This design comes from an exercise in tuning for small area, a short achievable clock period and few clock cycles on the open sky130 flow, not from production work.
RTL that was checked went through simulation tests only; none was proved equivalent to the original.

==> flow/design.v (excerpt) <==
module dcacheTop #(
	parameter int setBits = 3
) (
	input  logic        CLK,
	input  logic        nRST,
	input  logic        memRead,
	input  logic        memWrite,
	input  logic [31:0] memAddr,
	input  logic [31:0] memStore,
	input  logic        halt,
	output logic        hit,
	output logic [31:0] memLoad,
	output logic        flushed,
	output logic        ramRead,
	output logic        ramWrite,
	output logic [31:0] ramAddr,
	output logic [31:0] ramStore,
	input  logic [31:0] ramLoad,
	input  logic        ramWait
);
clock: 8.0 ns
lec_check: 0
cap_margin: 20
core_margin: 2
core_utilization: 60
cts_buf_list: sky130_fd_sc_hd__clkbuf_8
cts_cluster_diameter: 60
cts_cluster_size: 18
place_density: 0.75
setup_slack_margin: 5.0
slew_margin: 20
tns_end_percent: 0
standard.sh (not shown) runs the stock make flow with config.mk's settings and CLKGATE_MAP_FILE= SYNTH_SCRIPT=/design/flow/synth_recipe.tcl, a recipe that flattens the netlist after the stock synthesis.
==> flow/flow/run.sh <==
#!/bin/bash
# Standard layout, with two changes: timing repair may resize cells
# across footprints, and the port buffers start as buf_4 cells.
set -euo pipefail
bash standard.sh MATCH_CELL_FOOTPRINT=0 \
	"BUFFER_PORTS_ARGS=-buffer_cell sky130_fd_sc_hd__buf_4" \
	finish > flow_make.log 2>&1
The first run completed with no timing, DRC or antenna violations.
Testbench counts at the start, summed over its fixed seeds: cycles 39,883.
Then changed:
- CORE_UTILIZATION: 60 -> 45
- CTS_BUF_LIST: sky130_fd_sc_hd__clkbuf_8 -> default
- CTS_CLUSTER_DIAMETER: 60 -> default
- CTS_CLUSTER_SIZE: 18 -> default
- PLACE_DENSITY: 0.75 -> 0.6
Maximum frequency decreases by 0.32%.
Cell count increases by 11%.
Via count increases by 0.45%.
Global-route usage decreases by 6.3 points.
Then changed:
==> flow/flow/run.sh (replaced) <==
#!/bin/bash
# Standard layout, with two changes: timing repair may resize cells
# across footprints, and the port buffers start as buf_2 cells.
set -euo pipefail
bash standard.sh MATCH_CELL_FOOTPRINT=0 \
	"BUFFER_PORTS_ARGS=-buffer_cell sky130_fd_sc_hd__buf_2" \
	finish > flow_make.log 2>&1
- CORE_UTILIZATION: 45 -> 65
- CTS_BUF_LIST: default -> sky130_fd_sc_hd__clkbuf_8
- CTS_CLUSTER_DIAMETER: default -> 60
- CTS_CLUSTER_SIZE: default -> 14
- PLACE_DENSITY: 0.6 -> 0.8
What happened: The new run finished with timing, DRC and antenna clean; hold slack improved by 0.015 ns; cell area goes down by 5.3%; flip-flop and latch count is unchanged; clock-buffer cell count fell by 77; die area fell by 30%; wire length goes down by 7.8%; critical path depth drops by 1; global-route usage is higher by 9.4 points; non-clock buffer count goes down by 19.

---

The RTL this note starts from:
==> flow/design.v <==
`timescale 1ns/1ps
module frameStore #(
	parameter int setBits = 3
) (
	input  logic        CLK,
	input  logic        nRST,
	input  logic [31:0] memAddr,
	input  logic        flushing,
	output logic [1:0]  wayHit,
	output logic        replWay,
	output logic        victimDirty,
	output logic        anyDirty,
	output logic        flushWay,
	output logic [setBits-1:0] flushIdx,
	output logic [31-3-setBits:0] victimTag,
	input  logic        rdWord,
	output logic [31:0] rdData,
	input  logic        dataWe,
	input  logic        dataWay,
	input  logic        dataWord,
	input  logic [31:0] dataIn,
	input  logic        fillDone,
	input  logic        fillDirty,
	input  logic        storeHit,
	input  logic        touch,
	input  logic        touchWay,
	input  logic        flushClean
);
	localparam int idxLo   = 3;
	localparam int tagLo   = idxLo + setBits;
	localparam int tagBits = 32 - tagLo;
	localparam int sets    = 1 << setBits;
	logic [tagBits-1:0] tags [0:2*sets-1];
	logic [31:0]        data [0:4*sets-1];
	logic [2*sets-1:0]  valid;
	logic [2*sets-1:0]  dirty;
	logic [sets-1:0]    lru;
	logic [setBits-1:0] reqIdx;
	logic [tagBits-1:0] reqTag;
	logic [setBits-1:0] vIdx;
	logic               vWay;
	logic [2*sets-1:0]  tagEq;
	assign reqIdx = memAddr[idxLo +: setBits];
	assign reqTag = memAddr[tagLo +: tagBits];
	always_comb begin
		for (int f = 0; f < 2*sets; f++) begin
			tagEq[f] = valid[f] && (tags[f] == reqTag);
		end
	end
	assign wayHit[0] = !flushing && tagEq[{1'b0, reqIdx}];
	assign wayHit[1] = !flushing && tagEq[{1'b1, reqIdx}];
	always_comb begin
		if (!valid[{1'b0, reqIdx}]) begin
			replWay = 1'b0;
		end else if (!valid[{1'b1, reqIdx}]) begin
			replWay = 1'b1;
		end else begin
			replWay = ~lru[reqIdx];
		end
	end
	always_comb begin
		flushWay = 1'b0;
		flushIdx = '0;
		for (int w = 1; w >= 0; w--) begin
			for (int i = sets - 1; i >= 0; i--) begin
				if (dirty[w * sets + i]) begin
					flushWay = w[0];
					flushIdx = i[setBits-1:0];
				end
			end
		end
	end
	assign anyDirty = |dirty;
	assign vWay = flushing ? flushWay : replWay;
	assign vIdx = flushing ? flushIdx : reqIdx;
	assign victimDirty = dirty[{replWay, reqIdx}];
	assign victimTag   = tags[{vWay, vIdx}];
	logic [31:0] rd0, rd1;
	logic        rdSel;
	assign rd0   = data[{1'b0, vIdx, rdWord}];
	assign rd1   = data[{1'b1, vIdx, rdWord}];
	assign rdSel = wayHit[1] || (!wayHit[0] && vWay);
	assign rdData = rdSel ? rd1 : rd0;
	always_ff @(posedge CLK, negedge nRST) begin
		if (!nRST) begin
			valid <= '0;
			dirty <= '0;
			lru   <= '0;
		end else begin
			if (fillDone) begin
				valid[{replWay, reqIdx}] <= 1'b1;
				dirty[{replWay, reqIdx}] <= fillDirty;
			end
			if (storeHit) begin
				dirty[{wayHit[1], reqIdx}] <= 1'b1;
			end
			if (flushClean) begin
				dirty[{flushWay, flushIdx}] <= 1'b0;
			end
			if (touch) begin
				lru[reqIdx] <= touchWay;
			end
		end
	end
	always_ff @(posedge CLK) begin
		if (dataWe) begin
			data[{dataWay, reqIdx, dataWord}] <= dataIn;
		end
		if (fillDone) begin
			tags[{replWay, reqIdx}] <= reqTag;
		end
	end
endmodule
`timescale 1ns/1ps
module cacheController #(
	parameter int setBits = 3
) (
	input  logic        CLK,
	input  logic        nRST,
	input  logic        memRead,
	input  logic        memWrite,
	input  logic        halt,
	input  logic [31:0] memAddr,
	input  logic [31:0] memStore,
	input  logic [31:0] ramLoad,
	input  logic        ramWait,
	output logic        hit,
	output logic        flushed,
	output logic [31:0] memLoad,
	output logic        ramRead,
	output logic        ramWrite,
	output logic [31:0] ramAddr,
	output logic [31:0] ramStore,
	output logic        flushing,
	input  logic [1:0]  wayHit,
	input  logic        replWay,
	input  logic        victimDirty,
	input  logic        anyDirty,
	input  logic        flushWay,
	input  logic [setBits-1:0] flushIdx,
	input  logic [31-3-setBits:0] victimTag,
	output logic        rdWord,
	input  logic [31:0] rdData,
	output logic        dataWe,
	output logic        dataWay,
	output logic        dataWord,
	output logic [31:0] dataIn,
	output logic        fillDone,
	output logic        fillDirty,
	output logic        storeHit,
	output logic        touch,
	output logic        touchWay,
	output logic        flushClean
);
	localparam int idxLo = 3;
	logic [1:0] step;
	logic       flushMode;
	logic req;
	logic lookupHit;
	logic miss;
	logic [1:0] phase;
	logic       xferWord;
	logic       xfer;
	logic       lastRead;
	assign req       = memRead || memWrite;
	assign flushing  = halt || flushMode;
	assign lookupHit = |wayHit;
	assign miss      = req && !lookupHit;
	assign phase[1] = step[1] || !victimDirty;
	assign phase[0] = step[0];
	assign xferWord = flushing ? step[0] : (memAddr[2] ^ step[0] ^ phase[1]);
	assign rdWord   = flushing ? step[0] : (memAddr[2] ^ step[0]);
	assign ramRead  = miss && phase[1];
	assign ramWrite = (miss && !phase[1]) || (flushing && anyDirty);
	assign ramAddr  = (phase[1] && !flushing)
		? {memAddr[31:idxLo], xferWord, 2'b00}
		: {victimTag, (flushing ? flushIdx : memAddr[idxLo +: setBits]), xferWord, 2'b00};
	assign ramStore = rdData;
	assign xfer     = (ramRead || ramWrite) && !ramWait;
	assign lastRead = ramRead && phase[0] && !ramWait;
	assign hit     = (req && lookupHit) || lastRead;
	assign memLoad = (phase[1] && phase[0]) ? ramLoad : rdData;
	assign flushed = flushing && !anyDirty;
	assign dataWe   = (ramRead && !ramWait) || (memWrite && lookupHit);
	assign dataWay  = lookupHit ? wayHit[1] : replWay;
	assign dataWord = lookupHit ? memAddr[2] : xferWord;
	assign dataIn   = (memWrite && (lookupHit || phase[0])) ? memStore : ramLoad;
	assign fillDone   = lastRead;
	assign fillDirty  = memWrite;
	assign storeHit   = memWrite && lookupHit;
	assign touch      = hit;
	assign touchWay   = lookupHit ? wayHit[1] : replWay;
	assign flushClean = flushing && ramWrite && step[0] && !ramWait;
	always_ff @(posedge CLK, negedge nRST) begin
		if (!nRST) begin
			step      <= '0;
			flushMode <= 1'b0;
		end else begin
			if (halt) begin
				flushMode <= 1'b1;
			end
			if (lastRead || flushClean) begin
				step <= '0;
			end else if (xfer) begin
				step <= step + 2'd1;
			end
		end
	end
endmodule
`timescale 1ns/1ps
module dcacheTop #(
	parameter int setBits = 3
) (
	input  logic        CLK,
	input  logic        nRST,
	input  logic        memRead,
	input  logic        memWrite,
	input  logic [31:0] memAddr,
	input  logic [31:0] memStore,
	input  logic        halt,
	output logic        hit,
	output logic [31:0] memLoad,
	output logic        flushed,
	output logic        ramRead,
	output logic        ramWrite,
	output logic [31:0] ramAddr,
	output logic [31:0] ramStore,
	input  logic [31:0] ramLoad,
	input  logic        ramWait
);
	logic                  flushing;
	logic [1:0]            wayHit;
	logic                  replWay;
	logic                  victimDirty;
	logic                  anyDirty;
	logic                  flushWay;
	logic [setBits-1:0]    flushIdx;
	logic [31-3-setBits:0] victimTag;
	logic                  rdWord;
	logic [31:0]           rdData;
	logic                  dataWe;
	logic                  dataWay;
	logic                  dataWord;
	logic [31:0]           dataIn;
	logic                  fillDone;
	logic                  fillDirty;
	logic                  storeHit;
	logic                  touch;
	logic                  touchWay;
	logic                  flushClean;
	frameStore #(.setBits(setBits)) frameStore_i (
		.CLK         (CLK),
		.nRST        (nRST),
		.memAddr     (memAddr),
		.flushing    (flushing),
		.wayHit      (wayHit),
		.replWay     (replWay),
		.victimDirty (victimDirty),
		.anyDirty    (anyDirty),
		.flushWay    (flushWay),
		.flushIdx    (flushIdx),
		.victimTag   (victimTag),
		.rdWord      (rdWord),
		.rdData      (rdData),
		.dataWe      (dataWe),
		.dataWay     (dataWay),
		.dataWord    (dataWord),
		.dataIn      (dataIn),
		.fillDone    (fillDone),
		.fillDirty   (fillDirty),
		.storeHit    (storeHit),
		.touch       (touch),
		.touchWay    (touchWay),
		.flushClean  (flushClean)
	);
	cacheController #(.setBits(setBits)) cacheController_i (
		.CLK         (CLK),
		.nRST        (nRST),
		.memRead     (memRead),
		.memWrite    (memWrite),
		.halt        (halt),
		.memAddr     (memAddr),
		.memStore    (memStore),
		.ramLoad     (ramLoad),
		.ramWait     (ramWait),
		.hit         (hit),
		.flushed     (flushed),
		.memLoad     (memLoad),
		.ramRead     (ramRead),
		.ramWrite    (ramWrite),
		.ramAddr     (ramAddr),
		.ramStore    (ramStore),
		.flushing    (flushing),
		.wayHit      (wayHit),
		.replWay     (replWay),
		.victimDirty (victimDirty),
		.anyDirty    (anyDirty),
		.flushWay    (flushWay),
		.flushIdx    (flushIdx),
		.victimTag   (victimTag),
		.rdWord      (rdWord),
		.rdData      (rdData),
		.dataWe      (dataWe),
		.dataWay     (dataWay),
		.dataWord    (dataWord),
		.dataIn      (dataIn),
		.fillDone    (fillDone),
		.fillDirty   (fillDirty),
		.storeHit    (storeHit),
		.touch       (touch),
		.touchWay    (touchWay),
		.flushClean  (flushClean)
	);
endmodule
==> flow/config.mk <==
export PLATFORM = sky130hd
export DESIGN_NAME = dcacheTop
export DESIGN_NICKNAME = dcacheTop
export VERILOG_FILES = /design/flow/design.v
export SDC_FILE = /design/flow/constraint.sdc
export NUM_CORES = 4
export LEC_CHECK = 0
export CAP_MARGIN = 20
export CORE_MARGIN = 2
export CORE_UTILIZATION = 45
export PLACE_DENSITY = 0.6
export SETUP_SLACK_MARGIN = 3.0
export SLEW_MARGIN = 20
==> flow/constraint.sdc <==
create_clock -name core_clock -period 8.0 [get_ports {CLK}]
set_input_delay 1.6000 -clock core_clock [delete_from_list [all_inputs] [get_ports {CLK}]]
set_output_delay 1.6000 -clock core_clock [all_outputs]
set_load 0.01 [all_outputs]
run.sh (not shown) runs the stock make flow with config.mk's settings and CLKGATE_MAP_FILE= SYNTH_SCRIPT=/design/flow/synth_recipe.tcl, a recipe that flattens the netlist after the stock synthesis.
Stock flow here: none of the scripts above is used.
Edit:
Settings changed: SETUP_SLACK_MARGIN 3.0 to unset.
Result: The new run passed the timing, design-rule and antenna checks. Die area is unchanged. Wire length falls by roughly a tenth. Cell area goes down by roughly a tenth. Clock skew hardly moves. Global-route usage is lower by 3.6 points. Register-to-register slack gets worse by 0.11 ns. Via count drops by a little under a tenth. Synthesized area stays the same.
Edit:
Settings changed: ABC_AREA set to 1.
=> Setup slack improved by 0.24 ns; hold slack loses 0.0052 ns; clock skew rises by 0.014 ns; die area rose by a few percent; wire length went up by about a fifth.
Function was not checked in any run of this note: the RTL went through the layout flow alone.

---

dcacheTop, a different RTL version from the one above (not shown whole).
For scale: about 4100 cells after synthesis.
Settings: LEC_CHECK=0, CAP_MARGIN=20, CORE_MARGIN=2, CORE_UTILIZATION=60, CTS_BUF_LIST=sky130_fd_sc_hd__clkbuf_8, CTS_CLUSTER_DIAMETER=60, CTS_CLUSTER_SIZE=14, PLACE_DENSITY=0.75, SETUP_SLACK_MARGIN=5.0, SLEW_MARGIN=20, TNS_END_PERCENT=0; clock period 8.0 ns.
standard.sh (not shown) runs the stock make flow with config.mk's settings and CLKGATE_MAP_FILE= SYNTH_SCRIPT=/design/flow/synth_recipe.tcl, a recipe that flattens the netlist after the stock synthesis.
==> flow/flow/run.sh <==
#!/bin/bash
# Standard layout, with two changes: timing repair may resize cells
# across footprints, and the port buffers start as buf_4 cells.
set -euo pipefail
bash standard.sh MATCH_CELL_FOOTPRINT=0 \
	"BUFFER_PORTS_ARGS=-buffer_cell sky130_fd_sc_hd__buf_4" \
	finish > flow_make.log 2>&1
The first run completed with no timing, DRC or antenna violations.
Testbench counts at the start, summed over its fixed seeds: cycles 36,210.
Rerun with:
==> flow/flow/run.sh (replaced) <==
#!/bin/bash
# Standard layout, with two changes: timing repair may resize cells
# across footprints, and the port buffers start as buf_2 cells.
set -euo pipefail
bash standard.sh MATCH_CELL_FOOTPRINT=0 \
	"BUFFER_PORTS_ARGS=-buffer_cell sky130_fd_sc_hd__buf_2" \
	finish > flow_make.log 2>&1
Settings changed: CORE_UTILIZATION 60 to 70, PLACE_DENSITY 0.75 to 0.85.
=> Clock-buffer cell count fell by 4. Register-to-register slack got worse by 0.15 ns. Routed wire length rose slightly. Via count rose by a few percent. Worst hold slack barely changes.
Rerun with:
Settings changed: CORE_UTILIZATION 70 to 65, PLACE_DENSITY 0.85 to 0.8.
After rerunning: Core utilization goes down by 4.8 points. Routed wire length came out lower by 0.81%. Synthesized cell count does not change. Cell area rises by 0.60%. Clock-buffer cell count came out higher by 2. Worst setup slack got worse by 0.012 ns. Sequential share of layout area went down by 0.38 points. Cell count rises by 1.9%. First-iteration DRC count goes down by 13%. Via count fell by 2.0%.

---

## old
dcacheTop with an RTL version that a note above also has.
Size: ~4200 cells after synthesis, about 200 I/O pins, roughly 0.069 mm² of cells after synthesis.
Settings: LEC_CHECK=0, CAP_MARGIN=20, CORE_MARGIN=2, CORE_UTILIZATION=60, CTS_BUF_LIST=sky130_fd_sc_hd__clkbuf_8, CTS_CLUSTER_DIAMETER=60, CTS_CLUSTER_SIZE=14, PLACE_DENSITY=0.75, SETUP_SLACK_MARGIN=5.0, SLEW_MARGIN=20, TNS_END_PERCENT=0; clock period 8.0 ns.
==> flow/flow/run.sh <==
#!/bin/bash
# Standard layout, with two changes: timing repair may resize cells
# across footprints, and the port buffers start as buf_4 cells.
set -euo pipefail
bash standard.sh MATCH_CELL_FOOTPRINT=0 \
	"BUFFER_PORTS_ARGS=-buffer_cell sky130_fd_sc_hd__buf_4" \
	finish > flow_make.log 2>&1
old reached the final stage; the timing, design-rule and antenna checks on its layout passed.
Testbench counts of old, summed over its fixed seeds: cycles 39,883.
Changes in new relative to old:
- a deleted CTS_BUF_LIST that had been sky130_fd_sc_hd__clkbuf_8
- a deleted CTS_CLUSTER_SIZE that had been 14
- a deleted CTS_CLUSTER_DIAMETER that had been 60
- a change of CORE_UTILIZATION from 60 to 45
- a change of PLACE_DENSITY from 0.75 to 0.6
==> flow/run.sh (new file) <==
#!/bin/bash
# synth_recipe.tcl (not shown) runs the flow's synth.tcl, then flattens the netlist and writes it again
# the make line also repeats each setting of config.mk as NAME=value (left out here)
make -C /OpenROAD-flow-scripts/flow DESIGN_CONFIG=/design/flow/config.mk WORK_HOME=/design/flow/orfs CLKGATE_MAP_FILE= SYNTH_SCRIPT=/design/flow/synth_recipe.tcl finish
removed: flow/flow/run.sh
removed: flow/standard.sh
## What came out
Going from old to new, count of plain and timing-repair buffers in the layout grew by more than 10%.
In the final design statistics, new uses more standard cells in total than old.
On clock skew, old beats new.
Between old and new, the flow reports area of all placed cells without fillers increasing by a few percent.
Lower area growth from synthesis to final layout among new and old: old
On transition at the pin with the smallest max-transition slack: new sits below old.

==> static timing again, ports no longer ideal <==
No port has a modelled driver above. Below, the same layouts with a new extraction and two added sets of constraints.
Step 1 assumes that a clkbuf_16 drives the clock port and a buf_2 every other input.
Step 2 also shifts input and output timing later by t, the mid clock arrival at the registers, as if the neighbouring blocks saw the same clock.
Slacks: ideal / step 1 / step 2; pairs: ideal / step 1.
run	t (ns)	setup WS [ns]	hold WS [ns]	worst slew at a driven data input, ns	cell pins on the clock port's net
the first run of note 1	0.918	4.343 / 4.367 / 3.449	0.498 / 0.498 / 0.498	0.17	1
the second run of note 1	0.873	4.332 / 4.304 / 3.431	0.493 / 0.493 / 0.493	0.14	1
the third run of note 1	0.955	4.309 / 4.205 / 3.250	0.507 / 0.507 / 0.507	0.19	1
the first run of note 2	0.903	1.436 / 1.328 / 1.328	0.476 / 0.476 / 0.476	0.18	1
the second run of note 2	0.872	0.216 / 0.188 / 0.188	0.468 / 0.468 / 0.468	0.15	1
the third run of note 2	0.881	0.452 / 0.425 / 0.425	0.462 / 0.462 / 0.462	0.05	1
the first run of note 3	0.936	4.289 / 4.247 / 3.310	0.488 / 0.488 / 0.488	0.15	1
the second run of note 3	0.926	4.258 / 4.308 / 3.381	0.487 / 0.487 / 0.487	0.14	1
the third run of note 3	0.924	4.246 / 4.163 / 3.238	0.489 / 0.489 / 0.489	0.24	1
old	0.943	4.370 / 4.363 / 3.420	0.494 / 0.494 / 0.494	0.19	1
new	0.884	4.162 / 4.171 / 3.287	0.490 / 0.490 / 0.490	0.09	1
After both steps setup and hold are still met in every run listed. For the third run of note 1, which loses most, drivers alone change the setup slack by -0.104 ns; drivers and shift together by -1.059 ns.
